What follows belongs to an exercise in optimizing a design on an open flow for small area, a short achievable clock period and few clock cycles per item; a production flow would make more cautious choices.
RTL that was checked went through simulation tests only; none was proved equivalent to the original.
For runs 1, 4 and 5, only the layout was checked, not whether the RTL still works.
Power figures rest on the tool's default switching activity, not on a simulated workload.

File: flow/run.sh
#!/bin/bash
# synth_recipe.tcl (not shown) runs the flow's synth.tcl, then flattens the netlist and writes it again
# the make line also repeats each setting of config.mk as NAME=value (left out here)
make -C /OpenROAD-flow-scripts/flow DESIGN_CONFIG=/design/flow/config.mk WORK_HOME=/design/flow/orfs CLKGATE_MAP_FILE= SYNTH_SCRIPT=/design/flow/synth_recipe.tcl finish
File: flow/design.v
package sat_pkg;
    localparam int SEGMENTS   = 16;
    localparam int DATA_W     = 16;
    localparam int ID_W       = 8;
    localparam int SLOT_W     = 4;
    localparam logic [DATA_W-1:0] MAX_SEG_RESET = 16'd64;
    localparam logic [16:0] DIV_REGPOS = 17'b0_1111_1111_1111_1000;
    localparam logic [16:0] DIV_COPYPOS = 17'b0_1010_1010_1010_1000;
endpackage
module sat_div_step #(
    parameter int STEP = 0
) (
    input  logic [15:0] i_rem,
    input  logic [15:0] i_quo,
    input  logic [15:0] i_div,
    input  logic        i_hz,
    input  logic        i_load,
    input  logic        i_xbit,
    output logic [15:0] o_rem,
    output logic [15:0] o_quo
);
    localparam int W = STEP + 1;
    logic [W-1:0] t, d, g, p, gg, pp, bor;
    logic         ge;
    always_comb begin
        if (STEP == 0) t = i_quo[15];
        else           t = {i_rem[W-2:0], i_quo[15]};
        d = i_div[W-1:0];
        g = ~t & d;
        p = ~(t ^ d);
        gg = g;
        pp = p;
        for (int s = 1; s < W; s = s * 2) begin
            for (int i = W - 1; i >= s; i--) begin
                gg[i] = gg[i] | (pp[i] & gg[i-s]);
                pp[i] = pp[i] & pp[i-s];
            end
        end
        bor = '0;
        for (int i = 1; i < W; i++) bor[i] = gg[i-1];
        ge = i_hz && !gg[W-1] && !i_load;
        o_rem = '0;
        o_rem[W-1:0] = t ^ ({W{ge}} & (d ^ bor));
    end
    assign o_quo = {i_quo[14:0], i_load ? i_xbit : ge};
endmodule
module sat_match (
    input  logic [15:0]  i_key,
    input  logic [15:0]  i_live,
    input  logic [127:0] i_ids,
    output logic         o_hit,
    output logic [15:0]  o_sel
);
    logic [15:0] m;
    logic [15:0] below;
    always_comb begin
        for (int i = 0; i < 16; i++)
            m[i] = i_live[i] && (i_key[15:8] == 8'd0) && (i_key[7:0] == i_ids[i*8 +: 8]);
        below[0] = 1'b0;
        for (int i = 1; i < 16; i++) below[i] = below[i-1] | m[i-1];
        o_sel = m & ~below;
        o_hit = |m;
    end
endmodule
module segment_address_translation_core (
    input  logic                         i_clk,
    input  logic                         i_rst_n,
    input  logic                         i_cfg_valid,
    output logic                         o_cfg_ready,
    input  logic [sat_pkg::DATA_W-1:0]   i_cfg_data,
    input  logic                         i_valid,
    output logic                         o_ready,
    input  logic                         i_action,
    input  logic [sat_pkg::DATA_W-1:0]   i_logical_address,
    input  logic [sat_pkg::DATA_W-1:0]   i_byte_count,
    input  logic [sat_pkg::SLOT_W-1:0]   i_entry_slot,
    input  logic [sat_pkg::ID_W-1:0]     i_entry_id,
    input  logic [sat_pkg::DATA_W-1:0]   i_entry_base,
    input  logic [sat_pkg::DATA_W-1:0]   i_entry_size,
    input  logic                         i_entry_valid,
    output logic                         o_valid,
    input  logic                         i_ready,
    output logic [sat_pkg::DATA_W-1:0]   o_physical_address,
    output logic                         o_fault,
    output logic [sat_pkg::DATA_W-1:0]   o_segment_number,
    output logic [sat_pkg::DATA_W-1:0]   o_offset
);
    localparam logic [16:0] RP = sat_pkg::DIV_REGPOS;
    localparam logic [16:0] CP = sat_pkg::DIV_COPYPOS;
    logic        adv;
    logic        in_fire;
    logic        div_busy;
    logic [15:0] r_max_seg;
    logic [15:0] r_div;
    logic        r_dpend;
    logic        r_out_valid;
    logic [15:0] r_out_phys;
    logic        r_out_fault;
    logic [15:0] r_out_seg;
    logic [15:0] r_out_off;
    assign adv         = !r_out_valid || i_ready;
    assign o_ready     = adv && !r_dpend;
    assign o_cfg_ready = 1'b1;
    assign in_fire     = i_valid && o_ready;
    always_ff @(posedge i_clk) begin
        if (!i_rst_n) begin
            r_max_seg <= sat_pkg::MAX_SEG_RESET;
            r_div     <= sat_pkg::MAX_SEG_RESET;
            r_dpend   <= 1'b0;
        end else if (i_cfg_valid) begin
            r_max_seg <= i_cfg_data;
            if (!div_busy && !in_fire) begin
                r_div   <= i_cfg_data;
                r_dpend <= 1'b0;
            end else begin
                r_dpend <= 1'b1;
            end
        end else if (r_dpend && !div_busy) begin
            r_div   <= r_max_seg;
            r_dpend <= 1'b0;
        end
    end
    logic [16:0]    nv, nld;
    logic [17*16-1:0] nR, nQ, nC;
    logic [17*13-1:0] nX;
    logic [16:0]    busy_at;
    logic [17*16-1:0] nD;
    for (genvar p = 0; p <= 16; p++) begin : g_node
        logic        sv, sld;
        logic [15:0] sR, sQ, sC;
        logic [12:0] sX;
        if (p == 0) begin : g_src_in
            assign sv  = in_fire;
            assign sld = !i_action;
            assign sR  = '0;
            assign sQ  = i_action ? i_logical_address : i_entry_base;
            assign sC  = i_action ? i_byte_count : i_entry_size;
            assign sX  = {i_entry_slot, i_entry_valid, i_entry_id};
        end else begin : g_src_step
            sat_div_step #(.STEP(p - 1)) u_step (
                .i_rem   (nR[(p-1)*16 +: 16]),
                .i_quo   (nQ[(p-1)*16 +: 16]),
                .i_div   (nD[(p-1)*16 +: 16]),
                .i_hz    (nD[(p-1)*16 +: 16] >> p == 16'd0),
                .i_load  (nld[p-1]),
                .i_xbit  (nX[(p-1)*13 + 12]),
                .o_rem   (sR),
                .o_quo   (sQ)
            );
            assign sv  = nv[p-1];
            assign sld = nld[p-1];
            assign sC  = nC[(p-1)*16 +: 16];
            assign sX  = {nX[(p-1)*13 +: 12], 1'b0};
        end
        if (RP[p]) begin : g_reg
            logic        r_v, r_ld;
            logic [15:0] r_R, r_Q, r_C;
            logic [12:0] r_X;
            always_ff @(posedge i_clk) begin
                if (!i_rst_n)  r_v <= 1'b0;
                else if (adv)  r_v <= sv;
            end
            always_ff @(posedge i_clk) begin
                if (adv) begin
                    r_ld <= sld;
                    r_R  <= sR;
                    r_Q  <= sQ;
                    r_C  <= sC;
                    r_X  <= sX;
                end
            end
            assign nv[p]            = r_v;
            assign nld[p]           = r_ld;
            assign nR[p*16 +: 16]   = r_R;
            assign nQ[p*16 +: 16]   = r_Q;
            assign nC[p*16 +: 16]   = r_C;
            assign nX[p*13 +: 13]   = r_X;
            assign busy_at[p]       = (p < 16) && r_v && !r_ld;
        end else begin : g_wire
            assign nv[p]            = sv;
            assign nld[p]           = sld;
            assign nR[p*16 +: 16]   = sR;
            assign nQ[p*16 +: 16]   = sQ;
            assign nC[p*16 +: 16]   = sC;
            assign nX[p*13 +: 13]   = sX;
            assign busy_at[p]       = 1'b0;
        end
        if (CP[p]) begin : g_dcopy
            logic [15:0] r_dc;
            always_ff @(posedge i_clk) r_dc <= nD[(p-1)*16 +: 16];
            assign nD[p*16 +: 16] = r_dc;
        end else if (p == 0) begin : g_d0
            assign nD[p*16 +: 16] = r_div;
        end else begin : g_dn
            assign nD[p*16 +: 16] = nD[(p-1)*16 +: 16];
        end
    end
    assign div_busy = |busy_at;
    logic        m_v, m_ld;
    logic [15:0] m_q, m_r, m_c;
    logic [12:0] m_x;
    logic        m_hit;
    logic [15:0] m_sel;
    assign m_v  = nv[16];
    assign m_ld = nld[16];
    assign m_q  = nQ[16*16 +: 16];
    assign m_r  = nR[16*16 +: 16];
    assign m_c  = nC[16*16 +: 16];
    assign m_x  = m_q[15:3];
    logic [15:0]  t_live;
    logic [127:0] t_ids;
    logic [15:0]  t_base [16];
    logic [15:0]  t_size [16];
    sat_match u_match (
        .i_key  (m_q),
        .i_live (t_live),
        .i_ids  (t_ids),
        .o_hit  (m_hit),
        .o_sel  (m_sel)
    );
    logic        t_we;
    logic [3:0]  t_slot;
    assign t_we   = adv && m_v && m_ld;
    assign t_slot = m_x[12:9];
    always_ff @(posedge i_clk) begin
        if (!i_rst_n) begin
            t_live <= '0;
        end else if (t_we) begin
            t_live[t_slot] <= m_x[8];
        end
    end
    always_ff @(posedge i_clk) begin
        if (t_we) begin
            t_ids[t_slot*8 +: 8] <= m_x[7:0];
            t_base[t_slot]       <= m_r;
            t_size[t_slot]       <= m_c;
        end
    end
    logic        f_v, f_ld, f_hit;
    logic [15:0] f_sel;
    logic [15:0] f_q, f_r, f_c;
    always_ff @(posedge i_clk) begin
        if (!i_rst_n)  f_v <= 1'b0;
        else if (adv)  f_v <= m_v;
    end
    always_ff @(posedge i_clk) begin
        if (adv) begin
            f_ld  <= m_ld;
            f_hit <= m_hit;
            f_sel <= m_sel;
            f_q   <= m_q;
            f_r   <= m_r;
            f_c   <= m_c;
        end
    end
    logic [15:0] f_base, f_size, f_phys;
    logic        f_fault;
    always_comb begin
        f_base = '0;
        f_size = '0;
        for (int i = 0; i < 16; i++) begin
            f_base = f_base | ({16{f_sel[i]}} & t_base[i]);
            f_size = f_size | ({16{f_sel[i]}} & t_size[i]);
        end
    end
    assign f_phys  = f_base + f_r;
    assign f_fault = !f_hit || (({1'b0, f_r} + {1'b0, f_c}) > {1'b0, f_size});
    always_ff @(posedge i_clk) begin
        if (!i_rst_n)  r_out_valid <= 1'b0;
        else if (adv)  r_out_valid <= f_v;
    end
    always_ff @(posedge i_clk) begin
        if (adv) begin
            r_out_phys  <= (f_ld || f_fault) ? '0 : f_phys;
            r_out_fault <= !f_ld && f_fault;
            r_out_seg   <= f_ld ? '0 : f_q;
            r_out_off   <= f_ld ? '0 : f_r;
        end
    end
    assign o_valid            = r_out_valid;
    assign o_physical_address = r_out_phys;
    assign o_fault            = r_out_fault;
    assign o_segment_number   = r_out_seg;
    assign o_offset           = r_out_off;
endmodule
File: flow/constraint.sdc
create_clock -name core_clock -period 5.0 [get_ports {i_clk}]
set_input_delay 1.0000 -clock core_clock [delete_from_list [all_inputs] [get_ports {i_clk}]]
set_output_delay 1.0000 -clock core_clock [all_outputs]
set_load 0.01 [all_outputs]
File: flow/config.mk
export PLATFORM = sky130hd
export DESIGN_NAME = segment_address_translation_core
export DESIGN_NICKNAME = segment_address_translation_core
export VERILOG_FILES = /design/flow/design.v
export SDC_FILE = /design/flow/constraint.sdc
export NUM_CORES = 4
export LEC_CHECK = 0
export CAP_MARGIN = 20
export CORE_MARGIN = 2
export CORE_UTILIZATION = 40
export SETUP_SLACK_MARGIN = 2.2
export SLEW_MARGIN = 20
==> results of run 1 <==
[metal layers]
metal / track usage / vias to the layer above / share of wire
met1: 0.229 / 17100 / 0.41
met4: 0.0550 / 0 / 0.025
li1: - / 15600 / -
met5: 0 / - / 0
met2: 0.297 / 1167 / 0.49
met3: 0.0331 / 242 / 0.067
[cells in the mapped netlist, types with 27 or more instances]
library cell / number / share of area
a21boi_0: 27 / 0.0033
o21ai_0: 64 / 0.0053
a21o_1: 76 / 0.0094
a22oi_1: 83 / 0.010
inv_1: 168 / 0.010
xor2_1: 83 / 0.012
nor3_1: 33 / 0.0027
mux2i_1: 30 / 0.0050
edfxtp_1: 1356 / 0.67
clkbuf_1: 100 / 0.0062
nand4_1: 63 / 0.0065
a22o_1: 132 / 0.019
a221oi_1: 91 / 0.013
xnor2_1: 312 / 0.045
dfxtp_1: 176 / 0.058
nand2_1: 273 / 0.017
mux2_2: 74 / 0.014
a21oi_1: 69 / 0.0057
nor2b_1: 90 / 0.0093
nand3_1: 40 / 0.0033
nor2_1: 103 / 0.0064
ha_1: 172 / 0.036
[how the worst max path moves through the flow]
stage                  start  slack [ns]  depth (start not counted)              to
CTS                   f_c[1]        0.66                         22   r_out_phys[5]
detailed placement    f_r[0]        0.11                         20   r_out_phys[8]
global placement      f_r[0]        0.22                         21   r_out_phys[7]
floorplan             f_r[0]        0.88                         21   r_out_phys[9]
global route        f_sel[0]        0.42                         16  r_out_phys[14]
finish                f_r[1]        0.70                         22  r_out_phys[14]
[per-stage QoR]
| step | hold WS [ns] | instance area (um2) |
|---|---|---|
| floorplan | 0.323 | 60800 |
| global placement | 0.334 | 65000 |
| detailed placement | 0.336 | 65000 |
| CTS | 0.348 | 72600 |
| global route | 0.355 | 73900 |
| finish | 0.349 | 73900 |
[repair_timing]
item / 4_1_cts / 5_1_grt
resized for setup: 272 / 197
cloned: 18 / 12
endpoints found under the setup margin: 1200 / 674
pin swaps: 116 / 73
buffers inserted: 127 / 54
[area by class of cell]
cell class	count	area, um2	share of cell area
Tap cell	2016	2520	0.0341
Timing Repair Buffer	437	4250	0.0576
Inverter	169	668	0.00904
Multi-Input combinational cell	2045	17000	0.230
Clock buffer	217	4480	0.0606
Clock inverter	85	736	0.00995
Sequential cell	1532	44300	0.599
[power by group]
group          switching, W  leakage [nW]  internal [W]
Combinational       0.00296          10.2       0.00267
Clock               0.00494          2.55       0.00678
Sequential         0.000533          15.0        0.0153
Total               0.00843          27.7        0.0248
[kinds of logic after synthesis]
| logic type | after synthesis | share of synthesized area |
|---|---|---|
| xor gates and xnor gates | 395 | 0.0571 |
| DFF | 1532 | 0.730 |
| buffers and inverters | 295 | 0.0191 |
| AOI/OAI and AO/OA | 634 | 0.0798 |
| adders and majority gates | 174 | 0.0362 |
| and+or+nand+nor | 727 | 0.0589 |
| other | 1 | 0.0000619 |
| muxes | 104 | 0.0187 |
[registers in the layout, summed over array words and instances, names as in the netlist, 13 cells and up]
| register | cells |
|---|---|
| f_r | 16 |
| r_max_seg | 16 |
| g_node.g_reg.r_Q | 208 |
| r_div | 16 |
| g_node.g_reg.r_C | 208 |
| g_node.g_dcopy.r_dc | 112 |
| g_node.g_reg.r_ld | 13 |
| g_node.g_reg.r_X | 55 |
| t_live | 16 |
| r_out_seg | 16 |
| g_node.g_reg.r_R | 117 |
| f_sel | 16 |
| t_base | 256 |
| t_size | 256 |
| f_q | 16 |
| g_node.g_reg.r_v | 13 |
| r_out_phys | 16 |
| t_ids | 128 |
| f_c | 16 |
| r_out_off | 16 |
==> flow_metrics.py, run 1 <==
metrics = {
    "sta": {
        "slew_headroom": 0.271,
        "tns_ns": 0,
        "setup_ws_ns": 0.704,
        "finalHoldViolCount": 0,
        "fin_crit_sh": 0.859,
        "drv_slew": 0,
        "timing.final.crit_period_ns": 4.30,
        "fin_skew_ns": 0.0428,
        "max_clock_freq_mhz": 233,
        "rsz0062_at_grt": "true",
        "setup_viol": 0,
        "tightest_slew_ns": 1.09,
    },
    "place": {
        "numPortBuffers": 149,
        "hpwl_um": 78000,
        "dp_cells": 5988,
        "pre_cts_ws_ns": 0.113,
        "place.gp.congestion": 0.852,
    },
    "flow_run": {
        "drv_cap": 0,
    },
    "grt": {
        "grt_antenna_before_repair": 2,
        "track_usage": 0.176,
        "grt_pass1_vias": 33600,
        "grt.overflow.total": 0,
        "grt_max_degree": 193,
        "grt_pass1_wl_um": 205000,
    },
    "route": {
        "via_per_inst": 5.24,
        "firstDrtPassIters": 7,
        "post_drt_wl_per_cell_um": 21.3,
        "vias": 34100,
        "routed_wl_um": 139000,
        "drc": 0,
        "drt_first_iter_violations": 3032,
        "antenna_left": 0,
    },
    "layout": {
        "nets": 4622,
        "utilization": 0.492,
        "stdcell_count": 6501,
        "final_common_cell": "edfxtp_1",
        "syn_to_final_growth_pct": 22.0,
        "most-common-layout-cells": "1356 x edfxtp_1, 290 x xnor2_1, 202 x nand2_1",
        "n_fill_cell": 12600,
        "antenna_cells": 0,
        "drive_gt1_frac": 0.202,
    },
    "worst_setup_path": {
        "cpPeakStageDelay_ns": 0.40,
        "cp_max_fo": 6,
        "cp_top_family": "compound AO/OA/AOI/OAI gates",
        "r2r_start": "f_r[1]",
        "endpoint_kind": "flip-flop",
        "crit_path_start_kind": "flip-flop",
        "r2r_slack_ns": 0.70,
        "worstPathCellList": "buf_6, fa_2, a21o_1, a21oi_2, o21ai_2, nand4_1, nand3_2, o41ai_4, nor2b_1, buf_4, buf_4, buf_4, buf_4, buf_4, buf_4, buf_4, buf_4, buf_4, a311o_1, a21oi_4, nand2b_4, a311oi_2",
        "critPathKind": "reg -> reg",
        "path_common_cell": "buf_4",
        "crit_slowest_cell": "edfxtp_1",
        "r2r-end": "r_out_phys[14]",
        "cp.required_ns": 5.61,
        "cp.buffers_inverters": 10,
        "cp_data_arrival_time_ns": 4.91,
        "r2r_cells": 22,
    },
    "pwr": {
        "power_density_mw_per_mm2": 449,
        "peakVddDrop_mv": 0.461,
        "leakage_nw": 27.7,
        "total_power_w": 0.0332,
    },
    "logic_synthesis": {
        "synth_nets": 4135,
        "ys_warn_count": 18,
        "syn_inst": 3862,
        "ys_seq_elements": 1532,
        "synth_edf_count": 1356,
        "synth.distinct_cells": 78,
        "synth-async-reset-ratio": 0,
        "yosysSeqAreaShare": 0.730,
        "netlist_area_mm2": 0.0606,
        "avgSynthCellArea_um2": 15.7,
        "synth-main-ff-cell": "edfxtp_1",
    },
    "min_path": {
        "holdPathEnd": "g_node[13].g_dcopy.r_dc[14]",
        "hold_path.class": "reg -> reg",
        "hold_depth": 0,
        "hold_path_startpoint": "g_node[11].g_dcopy.r_dc[14]",
    },
    "floorplanning": {
        "initial_core_util": 0.404,
        "die_area_mm2": 0.155,
        "ioPinCount": 151,
        "fp-row-count": 142,
        "die_w_um": 393,
        "die_y_um": 393,
        "core_area_mm2": 0.150,
    },
    "clock_network": {
        "cts_sinks": 1532,
        "clk_latency_ns": 0.80,
        "cts_tree": "yes",
        "clkTransAtPathRegs_ns": 0.06,
        "root_buffer": "clkbuf_16",
        "cts_buffers": 164,
        "htreeDepth": 4,
        "cts_buffer_depth": 3,
        "postCtsHoldBufs": 0,
    },
    "outcome": {
        "status": "no timing/DRC/antenna violations",
    },
}
==> inputs of run 2 (changes only) <==
--- a/flow/design.v
+++ b/flow/design.v
@@ -93,8 +93,10 @@
     logic [15:0] r_max_seg;
     logic [15:0] r_div;
+    logic [16:1] r_hz;
     logic        r_dpend;
     logic        r_out_valid;
     logic [15:0] r_out_phys;
     logic        r_out_fault;
+    logic        r_out_zero;
     logic [15:0] r_out_seg;
     logic [15:0] r_out_off;
@@ -107,4 +109,5 @@
             r_max_seg <= sat_pkg::MAX_SEG_RESET;
             r_div     <= sat_pkg::MAX_SEG_RESET;
+            r_hz      <= hz_of(sat_pkg::MAX_SEG_RESET);
             r_dpend   <= 1'b0;
         end else if (i_cfg_valid) begin
@@ -112,4 +115,5 @@
             if (!div_busy && !in_fire) begin
                 r_div   <= i_cfg_data;
+                r_hz    <= hz_of(i_cfg_data);
                 r_dpend <= 1'b0;
             end else begin
@@ -118,7 +122,11 @@
         end else if (r_dpend && !div_busy) begin
             r_div   <= r_max_seg;
+            r_hz    <= hz_of(r_max_seg);
             r_dpend <= 1'b0;
         end
     end
+    function automatic logic [16:1] hz_of(input logic [15:0] d);
+        for (int k = 1; k <= 16; k++) hz_of[k] = ((d >> k) == 16'd0);
+    endfunction
     logic [16:0]    nv, nld;
     logic [17*16-1:0] nR, nQ, nC;
@@ -142,5 +150,6 @@
                 .i_quo   (nQ[(p-1)*16 +: 16]),
                 .i_div   (nD[(p-1)*16 +: 16]),
-                .i_hz    (nD[(p-1)*16 +: 16] >> p == 16'd0),
+                .i_hz    (((CP & ((17'd1 << p) - 17'd1)) == 17'd0) ? r_hz[p]
+                                                                   : (nD[(p-1)*16 +: 16] >> p == 16'd0)),
                 .i_load  (nld[p-1]),
                 .i_xbit  (nX[(p-1)*13 + 12]),
@@ -202,4 +211,6 @@
     logic        m_hit;
     logic [15:0] m_sel;
+    logic [15:0] m_t;
+    logic [16:0] m_sum, m_sum_keep, m_sum_sub;
     assign m_v  = nv[16];
     assign m_ld = nld[16];
@@ -212,4 +223,8 @@
     logic [15:0]  t_base [16];
     logic [15:0]  t_size [16];
+    assign m_t        = {nR[15*16 +: 15], nQ[15*16 + 15]};
+    assign m_sum_keep = {1'b0, m_t} + {1'b0, m_c};
+    assign m_sum_sub  = {1'b0, m_t} + {1'b0, m_c} - {1'b0, nD[15*16 +: 16]};
+    assign m_sum      = m_q[0] ? m_sum_sub : m_sum_keep;
     sat_match u_match (
         .i_key  (m_q),
@@ -239,5 +254,6 @@
     logic        f_v, f_ld, f_hit;
     logic [15:0] f_sel;
-    logic [15:0] f_q, f_r, f_c;
+    logic [15:0] f_q, f_r;
+    logic [16:0] f_sum;
     always_ff @(posedge i_clk) begin
         if (!i_rst_n)  f_v <= 1'b0;
@@ -251,5 +267,5 @@
             f_q   <= m_q;
             f_r   <= m_r;
-            f_c   <= m_c;
+            f_sum <= m_sum;
         end
     end
@@ -265,5 +281,5 @@
     end
     assign f_phys  = f_base + f_r;
-    assign f_fault = !f_hit || (({1'b0, f_r} + {1'b0, f_c}) > {1'b0, f_size});
+    assign f_fault = !f_hit || (f_sum > {1'b0, f_size});
     always_ff @(posedge i_clk) begin
         if (!i_rst_n)  r_out_valid <= 1'b0;
@@ -272,5 +288,6 @@
     always_ff @(posedge i_clk) begin
         if (adv) begin
-            r_out_phys  <= (f_ld || f_fault) ? '0 : f_phys;
+            r_out_phys  <= f_phys;
+            r_out_zero  <= f_ld || f_fault;
             r_out_fault <= !f_ld && f_fault;
             r_out_seg   <= f_ld ? '0 : f_q;
@@ -279,5 +296,5 @@
     end
     assign o_valid            = r_out_valid;
-    assign o_physical_address = r_out_phys;
+    assign o_physical_address = r_out_zero ? '0 : r_out_phys;
     assign o_fault            = r_out_fault;
     assign o_segment_number   = r_out_seg;
--- a/flow/config.mk
+++ b/flow/config.mk
@@ -9,4 +9,3 @@
 export CORE_MARGIN = 2
 export CORE_UTILIZATION = 40
-export SETUP_SLACK_MARGIN = 2.2
 export SLEW_MARGIN = 20
==> flow_metrics.py, run 2 <==
metrics = {
    "grt": {
        "grt_pass1_wl_um": 202000,
        "grt_max_degree": 186,
        "grt.met2_usage": 0.278,
        "gr-max-usage-layer": "met2",
        "grt_pass1_vias": 33900,
        "grt_antenna_before_repair": 2,
        "grt_use_met1": 0.218,
        "track_usage": 0.167,
        "met3_usage": 0.0360,
        "grt.overflow.total": 0,
    },
    "route": {
        "drc": 0,
        "vias": 34200,
        "drt_first_iter_violations": 2811,
        "via_per_inst": 5.23,
        "post_drt_wl_per_cell_um": 20.3,
        "firstDrtPassIters": 6,
        "antenna_left": 0,
        "routed_wl_um": 133000,
    },
    "worst_setup_path": {
        "endpoint_kind": "flip-flop",
        "worstPathCellList": "ha_1, fa_1, a21oi_1, o21bai_1, a21oi_1, o21ai_0, a221oi_1, nor2b_1, xnor2_1, ha_1, and3_1, a21oi_1, o21ai_0, o2111ai_1, or3b_1",
        "cp_max_fo": 17,
        "cpPeakStageDelay_ns": 0.58,
        "critPathKind": "reg -> reg",
        "crit_slowest_cell": "edfxtp_1",
        "crit_path_start_kind": "flip-flop",
        "cp_data_arrival_time_ns": 4.69,
        "path_common_cell": "a21oi_1",
        "cp.required_ns": 5.50,
    },
    "clock_network": {
        "cts_buffer_depth": 3,
        "postCtsHoldBufs": 0,
        "clkTransAtPathRegs_ns": 0.06,
        "post-cts-setup-buffers": 0,
        "htreeDepth": 4,
        "ctsResizeCount": 0,
        "root_buffer": "clkbuf_16",
        "clk_latency_ns": 0.78,
        "cts_buffers": 160,
        "cts_tree": "yes",
        "cts_sinks": 1537,
    },
    "pwr": {
        "total_power_w": 0.0330,
        "clock_power_share": 0.346,
        "p_sw_frac": 0.254,
        "p_int_w": 0.0246,
        "power_density_mw_per_mm2": 462,
        "p_switching_w": 0.00840,
        "seq_power_share": 0.493,
        "pwr-share-comb": 0.160,
        "leakage_nw": 26.2,
        "peakVddDrop_mv": 0.330,
    },
    "logic_synthesis": {
        "synth-async-reset-ratio": 0,
        "synthAdderAreaFrac": 0.0389,
        "avgSynthCellArea_um2": 15.1,
        "synth-main-ff-cell": "edfxtp_1",
        "synth.distinct_cells": 80,
        "ys_seq_elements": 1537,
        "synth_top_family_by_area": "compound AO/OA/AOI/OAI gates",
        "syn_inst": 4093,
        "yosysTopAreaCell": "edfxtp_1",
        "ys_warn_count": 18,
        "synth_nets": 4383,
        "synthSimpleGateAreaFrac": 0.0680,
        "synth.area.top_cells": "edfxtp_1 66%, dfxtp_1 5.8%, xnor2_1 4.6%, ha_1 3.8%, a22o_1 1.9%",
        "synth_xor_area_frac": 0.0589,
        "synth_top_cell_area_share": 0.658,
        "netlist_area_mm2": 0.0620,
        "synthTopCellsByCount": "1358 x edfxtp_1, 324 x xnor2_1, 311 x nand2_1, 193 x inv_1, 188 x ha_1",
        "muxShareOfSynthArea": 0.0161,
        "synth_compound_area_frac": 0.0817,
        "synth_most_common_cell": "edfxtp_1",
        "yosysSeqAreaShare": 0.716,
        "synth_edf_count": 1358,
    },
    "layout": {
        "nets": 4660,
        "drive_gt1_frac": 0.0936,
        "final_common_cell": "edfxtp_1",
        "stdcell_count": 6542,
        "syn_to_final_growth_pct": 15.2,
        "most-common-layout-cells": "1358 x edfxtp_1, 323 x xnor2_1, 311 x nand2_1",
        "largestRegisters": "t_base: 256 flops, t_size: 256 flops",
    },
    "floorplanning": {
        "initial_core_util": 0.403,
        "die_area_mm2": 0.158,
        "die_w_um": 398,
        "ioPinCount": 151,
        "fp-row-count": 144,
        "core_area_mm2": 0.154,
        "die_y_um": 398,
    },
    "sta": {
        "setup_ws_ns": 0.810,
        "fin_skew_ns": 0.0262,
        "max_clock_freq_mhz": 239,
        "slew_headroom": 0.284,
        "setup_viol": 0,
        "tightest_slew_ns": 1.07,
        "finalHoldViolCount": 0,
        "drv_slew": 0,
        "fin_crit_sh": 0.838,
        "timing.final.crit_period_ns": 4.19,
        "tns_ns": 0,
        "rsz0062_at_grt": "false",
    },
    "place": {
        "dp_cells": 6252,
        "hpwl_um": 82300,
        "place.gp.congestion": 0.858,
        "numPortBuffers": 149,
        "pre_cts_ws_ns": 0.820,
    },
    "min_path": {
        "hold_path.class": "reg -> reg",
    },
    "outcome": {
        "status": "no timing/DRC/antenna violations",
    },
    "flow_run": {
        "drv_cap": 0,
    },
}
==> run 2: power groups by stage <==
stage                     combinational [W]  sequential [W]  clock, W
after CTS                           0.00529          0.0163    0.0117
after detailed placement            0.00527          0.0166         0
final                               0.00529          0.0163    0.0114
after floorplan                     0.00389          0.0163         0
after global routing                0.00592          0.0164    0.0122
after global placement              0.00514          0.0165         0
==> run 2: worst paths after layout <==
path                              start                         end  slack [ns]  cells after the start
max             g_node[15].g_reg.r_C[0]                   f_sum[15]        0.81                     15
min          g_node[3].g_dcopy.r_dc[14]  g_node[5].g_dcopy.r_dc[14]        0.35                      0
max reg2reg     g_node[15].g_reg.r_C[0]                   f_sum[15]        0.81                     15
min reg2reg  g_node[3].g_dcopy.r_dc[14]  g_node[5].g_dcopy.r_dc[14]        0.35                      0
==> run 2: final cells by class <==
class	count	area (um2)
Antenna cell	1	2.50
Clock buffer	214	4410
Clock inverter	75	648
Fill cell	13400	82500
Inverter	193	734
Multi-Input combinational cell	2238	16400
Sequential cell	1537	44400
Tap cell	2044	2560
Timing Repair Buffer	240	2300
==> run 2: kinds of logic (layout without fill, tap and decap cells) <==
| logic type | count (synthesis) | in the layout |
|---|---|---|
| flip-flops | 1537 | 1537 |
| AND/OR/NAND/NOR | 851 | 851 |
| AO/OA/AOI/OAI | 688 | 688 |
| XOR/XNOR | 415 | 415 |
| buffers and inverters | 318 | 722 |
| adder cells (fa/ha/maj) | 191 | 191 |
| multiplexers | 92 | 92 |
| other | 1 | 2 |
==> run 2: critical path, delay by kind of cell, from the launching register on <==
kind,cells,cell delay (ns)
compound gates,8,1.41
fa+ha+maj,3,1.04
simple gates,3,0.76
flops,1,0.58
xor+xnor,1,0.16
==> run 2: metal layers <==
metal  routed length, um  up-vias
li1                    -    16000
met1               55900    16900
met2               63900     1057
met3                9140      246
met4                3670        2
met5                  12        -
==> run 2: stage by stage <==
| step | area [um2] | hold slack [ns] | utilization |
|---|---|---|---|
| 2_1_floorplan | 62000 | 0.323 | - |
| 3_3_place_gp | 66300 | 0.337 | 0.431 |
| 3_5_place_dp | 66300 | 0.337 | 0.431 |
| 4_1_cts | 71400 | 0.348 | 0.464 |
| 5_1_grt | 71400 | 0.351 | 0.464 |
| 6_report | 71400 | 0.348 | 0.464 |
Testbench counts of run 2, summed over its fixed seeds: cycles 4,920, items 4,800.
==> inputs of run 3 (changes only) <==
--- a/flow/config.mk
+++ b/flow/config.mk
@@ -9,3 +9,4 @@
 export CORE_MARGIN = 2
 export CORE_UTILIZATION = 40
+export SETUP_SLACK_MARGIN = 2.3
 export SLEW_MARGIN = 20
==> flow_metrics.py, run 3 <==
metrics = {
    "outcome": {
        "status": "no timing/DRC/antenna violations",
    },
    "sta": {
        "fin_skew_ns": 0.0353,
        "tightest_slew_ns": 1.04,
        "whs_ns": 0.350,
        "fin_crit_sh": 0.744,
        "setup_viol": 0,
        "drv_slew": 0,
        "tns_ns": 0,
        "finalHoldViolCount": 0,
        "rsz0062_at_grt": "true",
        "timing.final.crit_period_ns": 3.72,
        "max_clock_freq_mhz": 269,
        "slew_headroom": 0.307,
        "setup_ws_ns": 1.28,
    },
    "worst_setup_path": {
        "crit_path_start_kind": "flip-flop",
        "r2r-end": "f_sum[15]",
        "cp_max_fo": 4,
        "r2r_start": "g_node[15].g_reg.r_C[0]",
        "critPathKind": "reg -> reg",
        "r2r_cells": 15,
        "cp.required_ns": 5.52,
        "cp_data_arrival_time_ns": 4.23,
        "endpoint_kind": "flip-flop",
        "r2r_slack_ns": 1.28,
    },
    "layout": {
        "fin_area_mm2": 0.0774,
        "final_common_cell": "edfxtp_1",
        "n_fill_cell": 12800,
        "most-common-layout-cells": "1358 x edfxtp_1, 296 x xnor2_1, 267 x nand2_1",
        "nets": 4968,
        "drive_gt1_frac": 0.220,
        "syn_to_final_growth_pct": 24.8,
        "largestRegisters": "t_base: 256 flops, t_size: 256 flops",
        "stdcell_count": 6853,
        "antenna_cells": 0,
    },
    "logic_synthesis": {
        "yosysSeqAreaShare": 0.716,
        "ys_warn_count": 18,
        "synth_top_cell_area_share": 0.658,
        "netlist_area_mm2": 0.0620,
        "synth_nets": 4383,
        "synthAdderAreaFrac": 0.0389,
        "synth_most_common_cell": "edfxtp_1",
        "synth.distinct_cells": 80,
        "avgSynthCellArea_um2": 15.1,
        "synth-async-reset-ratio": 0,
        "synth-main-ff-cell": "edfxtp_1",
        "syn_inst": 4093,
        "muxShareOfSynthArea": 0.0161,
        "synth.area.top_cells": "edfxtp_1 66%, dfxtp_1 5.8%, xnor2_1 4.6%, ha_1 3.8%, a22o_1 1.9%",
        "ys_seq_elements": 1537,
        "synthSimpleGateAreaFrac": 0.0680,
        "synth_xor_area_frac": 0.0589,
        "synthTopCellsByCount": "1358 x edfxtp_1, 324 x xnor2_1, 311 x nand2_1, 193 x inv_1, 188 x ha_1",
        "synth_top_family_by_area": "compound AO/OA/AOI/OAI gates",
        "yosysTopAreaCell": "edfxtp_1",
        "synth_edf_count": 1358,
        "synth_compound_area_frac": 0.0817,
    },
    "clock_network": {
        "clkTransAtPathRegs_ns": 0.06,
        "cts_tree": "yes",
        "cts_sinks": 1537,
        "htreeDepth": 4,
        "clk_latency_ns": 0.80,
        "cts_buffers": 162,
        "cts_buffer_depth": 3,
        "root_buffer": "clkbuf_16",
    },
    "place": {
        "hpwl_um": 82100,
        "placed_cell_area_mm2": 0.0663,
        "pre_cts_ws_ns": 0.326,
        "dp_cells": 6248,
        "numPortBuffers": 149,
        "place.gp.congestion": 0.833,
    },
    "floorplanning": {
        "initial_core_util": 0.403,
        "die_y_um": 398,
        "die_area_mm2": 0.158,
        "ioPinCount": 151,
        "die_w_um": 398,
        "fp-row-count": 144,
        "core_area_mm2": 0.154,
    },
    "route": {
        "routed_wl_um": 147000,
        "vias": 36100,
        "antenna_left": 0,
        "drc": 0,
        "post_drt_wl_per_cell_um": 21.5,
        "firstDrtPassIters": 7,
        "drt_first_iter_violations": 2934,
        "via_per_inst": 5.27,
    },
    "pwr": {
        "leakage_nw": 29.1,
        "peakVddDrop_mv": 0.499,
        "power_density_mw_per_mm2": 472,
    },
    "min_path": {
        "hold_path_startpoint": "g_node[5].g_dcopy.r_dc[7]",
        "hold_path.class": "reg -> reg",
        "hold_depth": 0,
        "holdPathEnd": "g_node[7].g_dcopy.r_dc[7]",
    },
    "flow_run": {
        "drv_cap": 0,
    },
    "grt": {
        "grt_pass1_vias": 35800,
        "grt_pass1_wl_um": 217000,
        "grt_max_degree": 150,
        "grt.overflow.total": 0,
        "grt_antenna_before_repair": 0,
        "track_usage": 0.181,
    },
}
## run 3: cell count changes in the layout (fill, tap and decap cells not counted), moves of 31 or more
cell	change
buf_4	+148
buf_6	+86
nand2_1	-44
a21oi_1	-37
clkdlybuf4s50_1	-37
a221oi_1	-31
buf_12	+31
ha_1	-31
## run 3: area by class of cell
class                           instances  area, um2  area share
Clock inverter                         71        667     0.00862
Inverter                              193        756     0.00977
Sequential cell                      1537      44400       0.574
Clock buffer                          224       4520      0.0585
Timing Repair Buffer                  538       5670      0.0733
Tap cell                             2044       2560      0.0331
Multi-Input combinational cell       2246      18800       0.243
## run 3: where the power goes
group / internal, W / leakage (nW) / switching (W)
registers: 0.0157 / 15.0 / 0.000594
clock network: 0.00668 / 2.52 / 0.00496
logic: 0.00421 / 11.6 / 0.00442
total: 0.0265 / 29.1 / 0.00997
## run 3: critical path, stage by stage (launching register included)
cell	delay, ns
edfxtp_1	0.41
ha_2	0.22
fa_2	0.35
a21oi_2	0.17
o21bai_2	0.11
a21oi_2	0.23
o21ai_4	0.11
a221oi_4	0.28
nor2b_4	0.20
xnor2_2	0.14
ha_4	0.25
and3_1	0.16
a21oi_1	0.12
o21ai_1	0.11
o2111ai_1	0.21
or3b_1	0.38
## run 3: stage by stage
stage / total power [W] / util
detailed placement: 0.0220 / 0.431
floorplan: 0.0202 / -
global placement: 0.0218 / 0.431
global route: 0.0380 / 0.503
finish: 0.0365 / 0.503
CTS: 0.0355 / 0.489
## run 3: timing repair
item                        CTS  global route
cloned                       32            10
resized for setup           455           275
setup buffers               192            75
pin swaps                   119           131
hold buffers                  0             0
setup endpoints to repair  1247           666
## run 3: how the worst max path moves through the flow
stage / startpoint / to / slack (ns) / cells after the start
2_1_floorplan: g_node[15].g_reg.r_C[0] / f_sum[15] / 1.38 / 15
3_3_place_gp: i_ready / g_node[3].g_reg.r_C[7] / 0.34 / 6
3_5_place_dp: i_ready / g_node[3].g_reg.r_C[5] / 0.33 / 6
4_1_cts: g_node[15].g_reg.r_C[3] / f_sum[15] / 1.37 / 14
5_1_grt: g_node[15].g_reg.r_R[0] / f_sum[15] / 1.14 / 14
6_report: g_node[15].g_reg.r_C[0] / f_sum[15] / 1.28 / 15
## run 3: kinds of logic after synthesis
logic type                 count (synthesis)
buffers and inverters                    318
other                                      1
and+or+nand+nor                          851
xor gates and xnor gates                 415
DFF                                     1537
adders and majority gates                191
AOI/OAI and AO/OA                        688
muxes                                     92
## run 3: layer usage
| layer | vias up | GRT usage | share of wire | wire length (um) |
|---|---|---|---|---|
| met1 | 18000 | 0.236 | 0.41 | 60400 |
| met5 | - | 0 | 0 | 0 |
| met2 | 1245 | 0.304 | 0.49 | 72300 |
| li1 | 16600 | - | - | - |
| met3 | 273 | 0.0335 | 0.068 | 10100 |
| met4 | 0 | 0.0581 | 0.031 | 4560 |
==> inputs of run 4 (changes only) <==
--- a/flow/design.v
+++ b/flow/design.v
@@ -206,4 +206,8 @@
     end
     assign div_busy = |busy_at;
+    logic [16:0] r_cd15;
+    always_ff @(posedge i_clk) begin
+        if (adv) r_cd15 <= {1'b0, nC[14*16 +: 16]} - {1'b0, nD[14*16 +: 16]};
+    end
     logic        m_v, m_ld;
     logic [15:0] m_q, m_r, m_c;
@@ -225,5 +229,5 @@
     assign m_t        = {nR[15*16 +: 15], nQ[15*16 + 15]};
     assign m_sum_keep = {1'b0, m_t} + {1'b0, m_c};
-    assign m_sum_sub  = {1'b0, m_t} + {1'b0, m_c} - {1'b0, nD[15*16 +: 16]};
+    assign m_sum_sub  = {1'b0, m_t} + r_cd15;
     assign m_sum      = m_q[0] ? m_sum_sub : m_sum_keep;
     sat_match u_match (
@@ -248,5 +252,5 @@
         if (t_we) begin
             t_ids[t_slot*8 +: 8] <= m_x[7:0];
-            t_base[t_slot]       <= m_r;
+            t_base[t_slot]       <= m_t;
             t_size[t_slot]       <= m_c;
         end
==> flow_metrics.py, run 4 <==
metrics = {
    "outcome": {
        "status": "no timing/DRC/antenna violations",
    },
    "route": {
        "antenna_left": 0,
        "via_per_inst": 5.31,
        "firstDrtPassIters": 6,
        "post_drt_wl_per_cell_um": 21.0,
        "vias": 35800,
        "routed_wl_um": 142000,
        "drc": 0,
        "drt_first_iter_violations": 2937,
    },
    "layout": {
        "n_fill_cell": 13100,
        "nets": 4839,
        "antenna_cells": 0,
        "drive_gt1_frac": 0.205,
        "fin_area_mm2": 0.0762,
        "largestRegisters": "t_base: 256 flops, t_size: 256 flops",
        "final_common_cell": "edfxtp_1",
        "syn_to_final_growth_pct": 21.4,
        "utilization": 0.489,
        "most-common-layout-cells": "1375 x edfxtp_1, 328 x xnor2_1, 189 x nand2_1",
    },
    "clock_network": {
        "cts_tree": "yes",
        "root_buffer": "clkbuf_16",
        "clk_latency_ns": 0.78,
        "htreeDepth": 4,
        "clkTransAtPathRegs_ns": 0.06,
        "cts_buffer_depth": 3,
        "cts_buffers": 162,
        "cts_sinks": 1554,
        "postCtsHoldBufs": 0,
    },
    "worst_setup_path": {
        "path_common_cell": "ha_4",
        "cp.required_ns": 5.51,
        "crit_path_start_kind": "flip-flop",
        "cp_data_arrival_time_ns": 5.11,
        "worstPathCellList": "inv_2, ha_4, nand3b_1, a221oi_2, a22oi_2, o21ai_4, inv_4, mux2_4, ha_4, fa_2, a21o_1, a22o_1, o41a_1, a41o_1, o41ai_4, buf_4, o2111ai_4, a21oi_2, xor2_1",
        "crit_slowest_cell": "a221oi_2",
        "cpPeakStageDelay_ns": 0.37,
        "critPathKind": "reg -> reg",
        "cp_max_fo": 4,
        "cp_top_family": "compound AO/OA/AOI/OAI gates",
        "endpoint_kind": "flip-flop",
        "cp.buffers_inverters": 3,
    },
    "grt": {
        "grt_antenna_before_repair": 5,
        "track_usage": 0.174,
        "grt_pass1_wl_um": 212000,
        "grt_pass1_vias": 35300,
        "grt.overflow.total": 0,
        "grt_max_degree": 180,
    },
    "logic_synthesis": {
        "yosysTopAreaCell": "edfxtp_1",
        "avgSynthCellArea_um2": 15.3,
        "synth-main-ff-cell": "edfxtp_1",
        "synthTopCellsByCount": "1375 x edfxtp_1, 346 x xnor2_1, 244 x nand2_1, 192 x inv_1, 188 x ha_1",
        "ys_warn_count": 18,
        "yosysSeqAreaShare": 0.715,
        "synth_edf_count": 1375,
        "netlist_area_mm2": 0.0628,
        "synth_most_common_cell": "edfxtp_1",
        "syn_inst": 4094,
        "synth.distinct_cells": 82,
        "synth_top_cell_area_share": 0.658,
        "ys_seq_elements": 1554,
        "synth_nets": 4384,
        "synth.area.top_cells": "edfxtp_1 66%, dfxtp_1 5.7%, xnor2_1 4.8%, ha_1 3.7%, a22o_1 2.6%",
        "synth-async-reset-ratio": 0,
    },
    "sta": {
        "tns_ns": 0,
        "slew_headroom": 0.269,
        "whs_ns": 0.341,
        "drv_slew": 0,
        "setup_viol": 0,
        "tightest_slew_ns": 1.10,
        "finalHoldViolCount": 0,
        "timing.final.crit_period_ns": 4.60,
        "max_clock_freq_mhz": 218,
        "rsz0062_at_grt": "true",
        "fin_crit_sh": 0.919,
        "fin_skew_ns": 0.0267,
    },
    "pwr": {
        "power_density_mw_per_mm2": 445,
        "total_power_w": 0.0339,
        "peakVddDrop_mv": 0.323,
        "leakage_nw": 28.1,
    },
    "place": {
        "hpwl_um": 84500,
        "place.gp.congestion": 0.825,
        "placed_cell_area_mm2": 0.0671,
        "numPortBuffers": 149,
    },
    "floorplanning": {
        "die_area_mm2": 0.160,
        "die_y_um": 400,
        "core_area_mm2": 0.156,
        "die_w_um": 400,
        "ioPinCount": 151,
        "fp-row-count": 145,
        "initial_core_util": 0.402,
    },
    "flow_run": {
        "drv_cap": 0,
    },
    "min_path": {
        "hold_path.class": "reg -> reg",
    },
}
## run 4: cell type report
type	instances	area, um2	area share
flip-flops and latches	1554	44900	0.589
multi-input cells	2225	18600	0.244
clock buffers	206	4460	0.0585
repair buffers	413	4040	0.0530
well taps	2058	2570	0.0338
clock inverters	98	918	0.0120
inverters	193	756	0.00991
## run 4: metal layers
metal  GRT usage  vias to the layer above  share of wire
li1            -                    16500              -
met5           0                        -        0.00019
met2       0.288                     1198           0.49
met4      0.0593                        4          0.029
met1       0.234                    17800           0.42
met3      0.0280                      263          0.067
## run 4: path summary, 6_finish.rpt
check | depth (start not counted) | start | slack, ns | to
worst max-delay path | 19 | g_node[15].g_reg.r_R[0] | 0.40 | f_sum[16]
worst min-delay path | 0 | g_node[7].g_dcopy.r_dc[13] | 0.34 | g_node[9].g_dcopy.r_dc[13]
worst max register to register | 19 | g_node[15].g_reg.r_R[0] | 0.40 | f_sum[16]
worst min register to register | 0 | g_node[7].g_dcopy.r_dc[13] | 0.34 | g_node[9].g_dcopy.r_dc[13]
## run 4: worst reg2reg max path: cells and delay by family (launching register included)
family,cells,cell delay (ns)
adders and majority gates,3,0.77
DFF,1,0.36
and+or+nand+nor,1,0.14
muxes,1,0.32
AOI/OAI and AO/OA,10,2.35
buffers and inverters,3,0.34
xor gates and xnor gates,1,0.08
## run 4: timing repair
item / in CTS / in global routing
gates cloned: 5 / 3
resized for setup: 354 / 224
pin swaps: 89 / 113
setup buffers: 127 / 45
setup endpoints to repair: 667 / 581
## run 4: cells by family (layout without fill, tap and decap cells)
| kind of cell | after synthesis | in the layout | share of synthesized area |
|---|---|---|---|
| XOR/XNOR | 403 | 403 | 0.0562 |
| flip-flops | 1554 | 1554 | 0.715 |
| AO/OA/AOI/OAI | 693 | 695 | 0.0849 |
| buffers and inverters | 318 | 910 | 0.0208 |
| adder cells (fa/ha/maj) | 191 | 191 | 0.0384 |
| AND/OR/NAND/NOR | 826 | 827 | 0.0661 |
| other | 1 | 1 | 0.0000597 |
| multiplexers | 108 | 108 | 0.0188 |
## run 4: per-stage QoR
step | std cells | worst slack, ns
3_3_place_gp | 6263 | 0.481
4_1_cts | 6699 | 0.483
2_1_floorplan | 4094 | 0.336
3_5_place_dp | 6263 | 0.371
6_report | 6747 | 0.405
5_1_grt | 6747 | 0.271
## run 4: power by group
part	total [W]	leakage, nW	internal [W]	switching, W
sequential	0.0163	15.2	0.0157	0.000680
clock	0.0120	2.63	0.00706	0.00495
combinational	0.00553	10.3	0.00258	0.00295
==> inputs of run 5 (changes only) <==
--- a/flow/design.v
+++ b/flow/design.v
@@ -216,5 +216,5 @@
     logic [15:0] m_sel;
     logic [15:0] m_t;
-    logic [16:0] m_sum, m_sum_keep, m_sum_sub;
+    logic [16:0] m_sum_keep, m_sum_sub;
     assign m_v  = nv[16];
     assign m_ld = nld[16];
@@ -230,5 +230,4 @@
     assign m_sum_keep = {1'b0, m_t} + {1'b0, m_c};
     assign m_sum_sub  = {1'b0, m_t} + r_cd15;
-    assign m_sum      = m_q[0] ? m_sum_sub : m_sum_keep;
     sat_match u_match (
         .i_key  (m_q),
@@ -259,5 +258,5 @@
     logic [15:0] f_sel;
     logic [15:0] f_q, f_r;
-    logic [16:0] f_sum;
+    logic [16:0] f_sum_keep, f_sum_sub;
     always_ff @(posedge i_clk) begin
         if (!i_rst_n)  f_v <= 1'b0;
@@ -271,5 +270,6 @@
             f_q   <= m_q;
             f_r   <= m_r;
-            f_sum <= m_sum;
+            f_sum_keep <= m_sum_keep;
+            f_sum_sub  <= m_sum_sub;
         end
     end
@@ -285,5 +285,6 @@
     end
     assign f_phys  = f_base + f_r;
-    assign f_fault = !f_hit || (f_sum > {1'b0, f_size});
+    assign f_fault = !f_hit || (f_q[0] ? (f_sum_sub  > {1'b0, f_size})
+                                       : (f_sum_keep > {1'b0, f_size}));
     always_ff @(posedge i_clk) begin
         if (!i_rst_n)  r_out_valid <= 1'b0;
==> flow_metrics.py, run 5 <==
metrics = {
    "route": {
        "via_per_inst": 5.34,
        "met2_length_um": 77300,
        "post_drt_wl_per_cell_um": 22.7,
        "routed_wl_um": 157000,
        "antenna_left": 0,
        "firstDrtPassIters": 5,
        "vias": 37000,
        "drc": 0,
        "wl_met1_um": 62900,
        "routed.top_layer": "met4",
        "dr_wl_met3_um": 11000,
        "drt_first_iter_violations": 3237,
    },
    "worst_setup_path": {
        "r2r_cells": 15,
        "r2r_start": "f_sel[11]",
        "crit_path_start_kind": "flip-flop",
        "critPathKind": "reg -> reg",
        "cp_max_fo": 6,
        "r2r_slack_ns": 1.63,
        "cp.required_ns": 5.53,
        "r2r-end": "r_out_phys[14]",
        "endpoint_kind": "flip-flop",
        "cp_data_arrival_time_ns": 3.90,
    },
    "flow_run": {
        "drv_cap": 0,
    },
    "clock_network": {
        "cts_sinks": 1571,
        "clk_latency_ns": 0.80,
        "clkTransAtPathRegs_ns": 0.06,
        "cts_buffer_depth": 3,
        "cts_tree": "yes",
        "cts_buffers": 164,
        "htreeDepth": 4,
        "root_buffer": "clkbuf_16",
        "postCtsHoldBufs": 0,
    },
    "logic_synthesis": {
        "synthTopCellsByCount": "1392 x edfxtp_1, 338 x xnor2_1, 254 x nand2_1, 220 x ha_1, 193 x inv_1",
        "netlist_area_mm2": 0.0639,
        "synth-async-reset-ratio": 0,
        "synth_edf_count": 1392,
        "ys_warn_count": 18,
        "synth_compound_area_frac": 0.0721,
        "synth_top_family_by_area": "compound AO/OA/AOI/OAI gates",
        "synth_top_cell_area_share": 0.654,
        "synthAdderAreaFrac": 0.0443,
        "synth_most_common_cell": "edfxtp_1",
        "ys_seq_elements": 1571,
        "yosysSeqAreaShare": 0.710,
        "avgSynthCellArea_um2": 15.5,
        "syn_inst": 4136,
        "synth.area.top_cells": "edfxtp_1 65%, dfxtp_1 5.6%, xnor2_1 4.6%, ha_1 4.3%, mux2_2 2.8%",
        "synth.distinct_cells": 81,
        "muxShareOfSynthArea": 0.0323,
        "yosysTopAreaCell": "edfxtp_1",
        "synth_xor_area_frac": 0.0582,
        "synth_nets": 4459,
        "synth-main-ff-cell": "edfxtp_1",
        "synthSimpleGateAreaFrac": 0.0637,
    },
    "floorplanning": {
        "die_area_mm2": 0.163,
        "initial_core_util": 0.403,
        "ioPinCount": 151,
        "core_area_mm2": 0.159,
        "die_w_um": 404,
        "fp-row-count": 146,
        "die_y_um": 404,
    },
    "sta": {
        "fin_skew_ns": 0.0286,
        "rsz0062_at_grt": "true",
        "slew_headroom": 0.298,
        "drv_slew": 0,
        "setup_ws_ns": 1.63,
        "fin_crit_sh": 0.674,
        "tns_ns": 0,
        "timing.final.crit_period_ns": 3.37,
        "finalHoldViolCount": 0,
        "setup_viol": 0,
        "max_clock_freq_mhz": 297,
        "tightest_slew_ns": 1.05,
    },
    "place": {
        "hpwl_um": 93000,
        "numPortBuffers": 149,
        "placed_cell_area_mm2": 0.0683,
        "pre_cts_ws_ns": 0.518,
        "place.gp.congestion": 0.841,
    },
    "min_path": {
        "holdPathEnd": "g_node[9].g_dcopy.r_dc[9]",
        "hold_path_startpoint": "g_node[7].g_dcopy.r_dc[9]",
        "hold_path.class": "reg -> reg",
        "hold_depth": 0,
    },
    "outcome": {
        "status": "no timing/DRC/antenna violations",
    },
    "pwr": {
        "power_density_mw_per_mm2": 443,
        "leakage_nw": 29.8,
        "total_power_w": 0.0351,
        "peakVddDrop_mv": 0.425,
    },
    "grt": {
        "grt_antenna_before_repair": 5,
        "grt.overflow.total": 0,
        "track_usage": 0.188,
        "grt_max_degree": 190,
        "grt_pass1_wl_um": 230000,
        "grt_pass1_vias": 37000,
    },
    "layout": {
        "final_common_cell": "edfxtp_1",
        "syn_to_final_growth_pct": 24.2,
        "most-common-layout-cells": "1392 x edfxtp_1, 319 x xnor2_1, 258 x buf_4",
        "fin_area_mm2": 0.0794,
        "nets": 5050,
        "largestRegisters": "t_base: 256 flops, t_size: 256 flops",
        "drive_gt1_frac": 0.252,
        "n_fill_cell": 13200,
    },
}
run 5: through the flow:
| step | cells | utilization | hold WS [ns] |
|---|---|---|---|
| after CTS | 6844 | 0.488 | 0.337 |
| after floorplan | 4136 | - | 0.323 |
| after detailed placement | 6332 | 0.431 | 0.335 |
| after global routing | 6933 | 0.501 | 0.349 |
| final | 6934 | 0.501 | 0.342 |
| after global placement | 6332 | 0.431 | 0.335 |
run 5: how the worst max path moves through the flow:
| stage | from | endpoint | slack, ns | depth (start not counted) |
|---|---|---|---|---|
| 2_1_floorplan | i_ready | f_hit | 1.43 | 4 |
| 3_3_place_gp | g_node[15].g_reg.r_R[0] | f_sel[10] | 0.63 | 11 |
| 3_5_place_dp | g_node[15].g_reg.r_R[0] | f_sel[10] | 0.52 | 11 |
| 4_1_cts | f_sel[12] | r_out_phys[14] | 1.74 | 16 |
| 5_1_grt | f_sel[12] | r_out_phys[15] | 1.52 | 16 |
| 6_report | f_sel[11] | r_out_phys[14] | 1.63 | 15 |
run 5: repair_timing:
item	in CTS	in global routing
gates resized for setup	538	267
setup buffers	198	83
gates cloned	14	6
hold endpoints to repair	0	0
endpoints found under the setup margin	957	728
pin swaps	153	156
run 5: where the power goes:
group | switching (W) | internal (W)
Combinational | 0.00345 | 0.00311
Clock | 0.00509 | 0.00682
Sequential | 0.000758 | 0.0159
Total | 0.00930 | 0.0258
run 5: worst max-delay path, stage by stage (launching register included):
cell and delay [ns]:
edfxtp_1 0.47, buf_12 0.19, a22o_1 0.20, a221oi_2 0.17
nand4_1 0.29, ha_4 0.39, buf_6 0.10, a21oi_2 0.06
o21ai_2 0.17, a21oi_2 0.09, o21ai_2 0.16, nand4_1 0.20
a31oi_2 0.27, a21o_1 0.15, a21oi_2 0.05, xnor2_1 0.12
run 5: kinds of logic (layout without fill, tap and decap cells):
group           Yosys count  in the layout
compound gates          618            620
flops                  1571           1571
simple gates            799            803
buf+inv                 314           1033
other cells               1              2
mux                     186            186
fa+ha+maj               224            224
xor+xnor                423            423
run 5: layout make-up:
type,instances,area (um2),share of cell area
flip-flops and latches,1571,45400,0.572
repair buffers,540,5430,0.0683
well taps,2072,2590,0.0326
clock inverters,88,822,0.0104
diodes,1,2.50,0.0000315
clock buffers,212,4470,0.0562
multi-input cells,2257,19900,0.251
inverters,193,761,0.00958
run 5: routing by layer:
metal | up-vias | track usage
met1 | 18500 | 0.237
li1 | 16900 | -
met3 | 328 | 0.0382
met4 | 0 | 0.0698
met2 | 1311 | 0.320
met5 | - | 0
==> inputs of run 6 (changes only) <==
--- a/flow/design.v
+++ b/flow/design.v
@@ -98,5 +98,4 @@
     logic [15:0] r_out_phys;
     logic        r_out_fault;
-    logic        r_out_zero;
     logic [15:0] r_out_seg;
     logic [15:0] r_out_off;
@@ -274,5 +273,5 @@
         end
     end
-    logic [15:0] f_base, f_size, f_phys;
+    logic [15:0] f_base, f_size;
     logic        f_fault;
     always_comb begin
@@ -284,22 +283,35 @@
         end
     end
-    assign f_phys  = f_base + f_r;
     assign f_fault = !f_hit || (f_q[0] ? (f_sum_sub  > {1'b0, f_size})
                                        : (f_sum_keep > {1'b0, f_size}));
+    logic        g_v, g_ld, g_fault;
+    logic [15:0] g_base, g_q, g_r;
+    always_ff @(posedge i_clk) begin
+        if (!i_rst_n)  g_v <= 1'b0;
+        else if (adv)  g_v <= f_v;
+    end
+    always_ff @(posedge i_clk) begin
+        if (adv) begin
+            g_ld    <= f_ld;
+            g_fault <= f_fault;
+            g_base  <= f_base;
+            g_q     <= f_ld ? '0 : f_q;
+            g_r     <= f_ld ? '0 : f_r;
+        end
+    end
     always_ff @(posedge i_clk) begin
         if (!i_rst_n)  r_out_valid <= 1'b0;
-        else if (adv)  r_out_valid <= f_v;
+        else if (adv)  r_out_valid <= g_v;
     end
     always_ff @(posedge i_clk) begin
         if (adv) begin
-            r_out_phys  <= f_phys;
-            r_out_zero  <= f_ld || f_fault;
-            r_out_fault <= !f_ld && f_fault;
-            r_out_seg   <= f_ld ? '0 : f_q;
-            r_out_off   <= f_ld ? '0 : f_r;
+            r_out_phys  <= (g_ld || g_fault) ? '0 : (g_base + g_r);
+            r_out_fault <= !g_ld && g_fault;
+            r_out_seg   <= g_q;
+            r_out_off   <= g_r;
         end
     end
     assign o_valid            = r_out_valid;
-    assign o_physical_address = r_out_zero ? '0 : r_out_phys;
+    assign o_physical_address = r_out_phys;
     assign o_fault            = r_out_fault;
     assign o_segment_number   = r_out_seg;
==> flow_metrics.py, run 6 <==
metrics = {
    "sta": {
        "tns_ns": 0,
        "slew_headroom": 0.318,
        "fin_crit_sh": 0.631,
        "tightest_slew_ns": 1.02,
        "rsz0062_at_grt": "true",
        "setup_viol": 0,
        "timing.final.crit_period_ns": 3.15,
        "finalHoldViolCount": 0,
        "whs_ns": 0.349,
        "fin_skew_ns": 0.0471,
        "max_clock_freq_mhz": 317,
        "drv_slew": 0,
    },
    "clock_network": {
        "cts_buffer_depth": 3,
        "cts_sinks": 1621,
        "clk_latency_ns": 0.80,
        "root_buffer": "clkbuf_16",
        "clkTransAtPathRegs_ns": 0.06,
        "cts_tree": "yes",
        "htreeDepth": 4,
        "cts_buffers": 166,
        "postCtsHoldBufs": 0,
    },
    "worst_setup_path": {
        "cp.required_ns": 5.49,
        "cp_max_fo": 15,
        "critPathKind": "reg -> reg",
        "endpoint_kind": "flip-flop",
        "crit_path_start_kind": "flip-flop",
        "cp_data_arrival_time_ns": 3.64,
    },
    "floorplanning": {
        "core_area_mm2": 0.163,
        "die_w_um": 409,
        "die_y_um": 409,
        "fp-row-count": 148,
        "initial_core_util": 0.403,
        "die_area_mm2": 0.167,
        "ioPinCount": 151,
    },
    "outcome": {
        "status": "no timing/DRC/antenna violations",
    },
    "logic_synthesis": {
        "synth-async-reset-ratio": 0,
        "yosysSeqAreaShare": 0.715,
        "avgSynthCellArea_um2": 15.5,
        "synth_nets": 4542,
        "yosysTopAreaCell": "edfxtp_1",
        "netlist_area_mm2": 0.0656,
        "synth.area.top_cells": "edfxtp_1 66%, dfxtp_1 5.5%, xnor2_1 4.6%, ha_1 4.2%, mux2_2 2.7%",
        "synth-main-ff-cell": "edfxtp_1",
        "synth_top_cell_area_share": 0.660,
        "synth_most_common_cell": "edfxtp_1",
        "ys_seq_elements": 1621,
        "synth.distinct_cells": 87,
        "synthTopCellsByCount": "1441 x edfxtp_1, 343 x xnor2_1, 248 x nand2_1, 220 x ha_1, 197 x inv_1",
        "synth_edf_count": 1441,
        "ys_warn_count": 18,
        "syn_inst": 4219,
    },
    "grt": {
        "gr-max-usage-layer": "met2",
        "grt_use_met1": 0.224,
        "grt.overflow.total": 0,
        "met3_usage": 0.0361,
        "grt_max_degree": 197,
        "grt_pass1_wl_um": 225000,
        "grt_pass1_vias": 37000,
        "grt.met2_usage": 0.302,
        "grt_antenna_before_repair": 5,
        "track_usage": 0.178,
    },
    "layout": {
        "largestRegisters": "t_base: 256 flops, t_size: 256 flops",
        "syn_to_final_growth_pct": 22.1,
        "fin_area_mm2": 0.0801,
        "nets": 5099,
        "n_fill_cell": 13600,
        "utilization": 0.492,
        "ff_latch_area_mm2": 0.0469,
        "multiInputGateArea_mm2": 0.0193,
        "most-common-layout-cells": "1441 x edfxtp_1, 319 x xnor2_1, 275 x buf_4",
        "drive_gt1_frac": 0.220,
        "final_common_cell": "edfxtp_1",
    },
    "place": {
        "hpwl_um": 91500,
        "numPortBuffers": 149,
        "placed_cell_area_mm2": 0.0700,
        "place.gp.congestion": 0.822,
    },
    "min_path": {
        "hold_path.class": "reg -> reg",
    },
    "route": {
        "vias": 36800,
        "via_per_inst": 5.20,
        "post_drt_wl_per_cell_um": 21.4,
        "firstDrtPassIters": 5,
        "drt_first_iter_violations": 3005,
        "routed_wl_um": 152000,
        "antenna_left": 0,
        "drc": 0,
    },
    "pwr": {
        "total_power_w": 0.0355,
        "leakage_nw": 29.9,
        "peakVddDrop_mv": 0.387,
        "power_density_mw_per_mm2": 443,
    },
    "flow_run": {
        "drv_cap": 0,
    },
}
## run 6: changes by cell type in the layout (fill, tap and decap cells not counted), moves of 17 or more
cell and change:
a221oi_2 -31, nor2_1 +26, a221oi_1 +31, buf_6 -44
buf_4 +17, edfxtp_1 +49, nor3_1 +19, nand2_4 -21
## run 6: critical path, stage by stage, from the launching register on
cell,delay (ns)
edfxtp_1,0.52
buf_6,0.24
a22o_1,0.22
a221oi_1,0.24
nand3_1,0.22
nor2_4,0.18
ha_1,0.27
o21a_1,0.11
o21a_1,0.16
o21a_1,0.16
o21bai_1,0.14
a21oi_1,0.09
o21ai_1,0.15
a41oi_1,0.13
## run 6: stage by stage
step,cells,setup WS (ns)
after floorplan,4219,0.540
after global placement,6502,0.737
after detailed placement,6502,0.696
after CTS,6997,1.92
after global routing,7086,1.72
final,7087,1.85
## run 6: layer usage
layer,share of wire,vias up
li1,-,17100
met1,0.41,18300
met2,0.49,1164
met3,0.066,277
met4,0.034,4
met5,0.00022,-
## run 6: final timing paths
path	slack (ns)	depth (start not counted)	endpoint	from
hold reg to reg	0.35	0	g_node[9].g_dcopy.r_dc[15]	g_node[7].g_dcopy.r_dc[15]
setup / recovery	1.85	13	g_fault	f_sel[8]
setup reg to reg	1.85	13	g_fault	f_sel[8]
hold / removal	0.35	0	g_node[9].g_dcopy.r_dc[15]	g_node[7].g_dcopy.r_dc[15]
## run 6: timing repair
| item | CTS | global route |
|---|---|---|
| gates resized for setup | 341 | 181 |
| pin swaps | 136 | 148 |
| setup endpoints to repair | 693 | 1044 |
| setup buffers | 182 | 86 |
| gates cloned | 10 | 3 |
| hold endpoints to repair | 0 | 0 |
## run 6: cell families (layout without fill, tap and decap cells)
logic type / count (synthesis) / in the layout / synth area share
multiplexers: 187 / 187 / 0.0316
adder cells (fa/ha/maj): 224 / 224 / 0.0432
XOR/XNOR: 417 / 417 / 0.0557
AO/OA/AOI/OAI: 622 / 622 / 0.0702
buffers and inverters: 319 / 1008 / 0.0200
AND/OR/NAND/NOR: 828 / 831 / 0.0645
flip-flops: 1621 / 1621 / 0.715
other: 1 / 2 / 0.0000572
## run 6: power breakdown
group,switching [W],internal [W]
registers,0.000690,0.0164
clock network,0.00524,0.00691
logic,0.00332,0.00297
## run 6: area by class of cell
cell class / instances / area share
clock inverter: 78 / 0.0105
clock buffer: 225 / 0.0567
sequential: 1621 / 0.586
tap: 2175 / 0.0340
antenna: 1 / 0.0000312
timing repair buffer: 507 / 0.0623
multi-input combinational: 2282 / 0.241
inverter: 198 / 0.00981
Testbench counts of run 6, summed over its fixed seeds: cycles 4,928, items 4,800.

==> re-timing with driven ports <==
How much do the figures lean on ideal ports? The routed layouts below were timed once more, with nothing changed but the port constraints.
Step 1 assumes that a clkbuf_16 drives the clock port and a buf_2 every other input.
Step 2 adds t to the input delays and takes it off the output delays; t is the mean of the earliest and latest rising clock arrival at the registers after step 1. Input paths then give back, and output paths get back, about the clock's delay inside the block.
Slacks: ideal / step 1 / step 2; pairs: ideal / step 1.
run	shift t [ns]	setup slack, ns	clock arrival spread, ns
run 1	0.847	0.704 / 0.704 / 0.704	0.054 / 0.054
run 2	0.833	0.810 / 0.810 / 0.810	0.027 / 0.027
run 3	0.853	1.282 / 1.282 / 1.282	0.041 / 0.041
run 4	0.834	0.405 / 0.405 / 0.405	0.028 / 0.028
run 5	0.863	1.629 / 1.629 / 1.401	0.033 / 0.032
run 6	0.848	1.846 / 1.846 / 1.423	0.047 / 0.048
After both steps setup and hold are still met in every run listed. The setup slack of run 6, which loses most, moves by 0.000 ns with the drivers and by -0.423 ns with both steps.
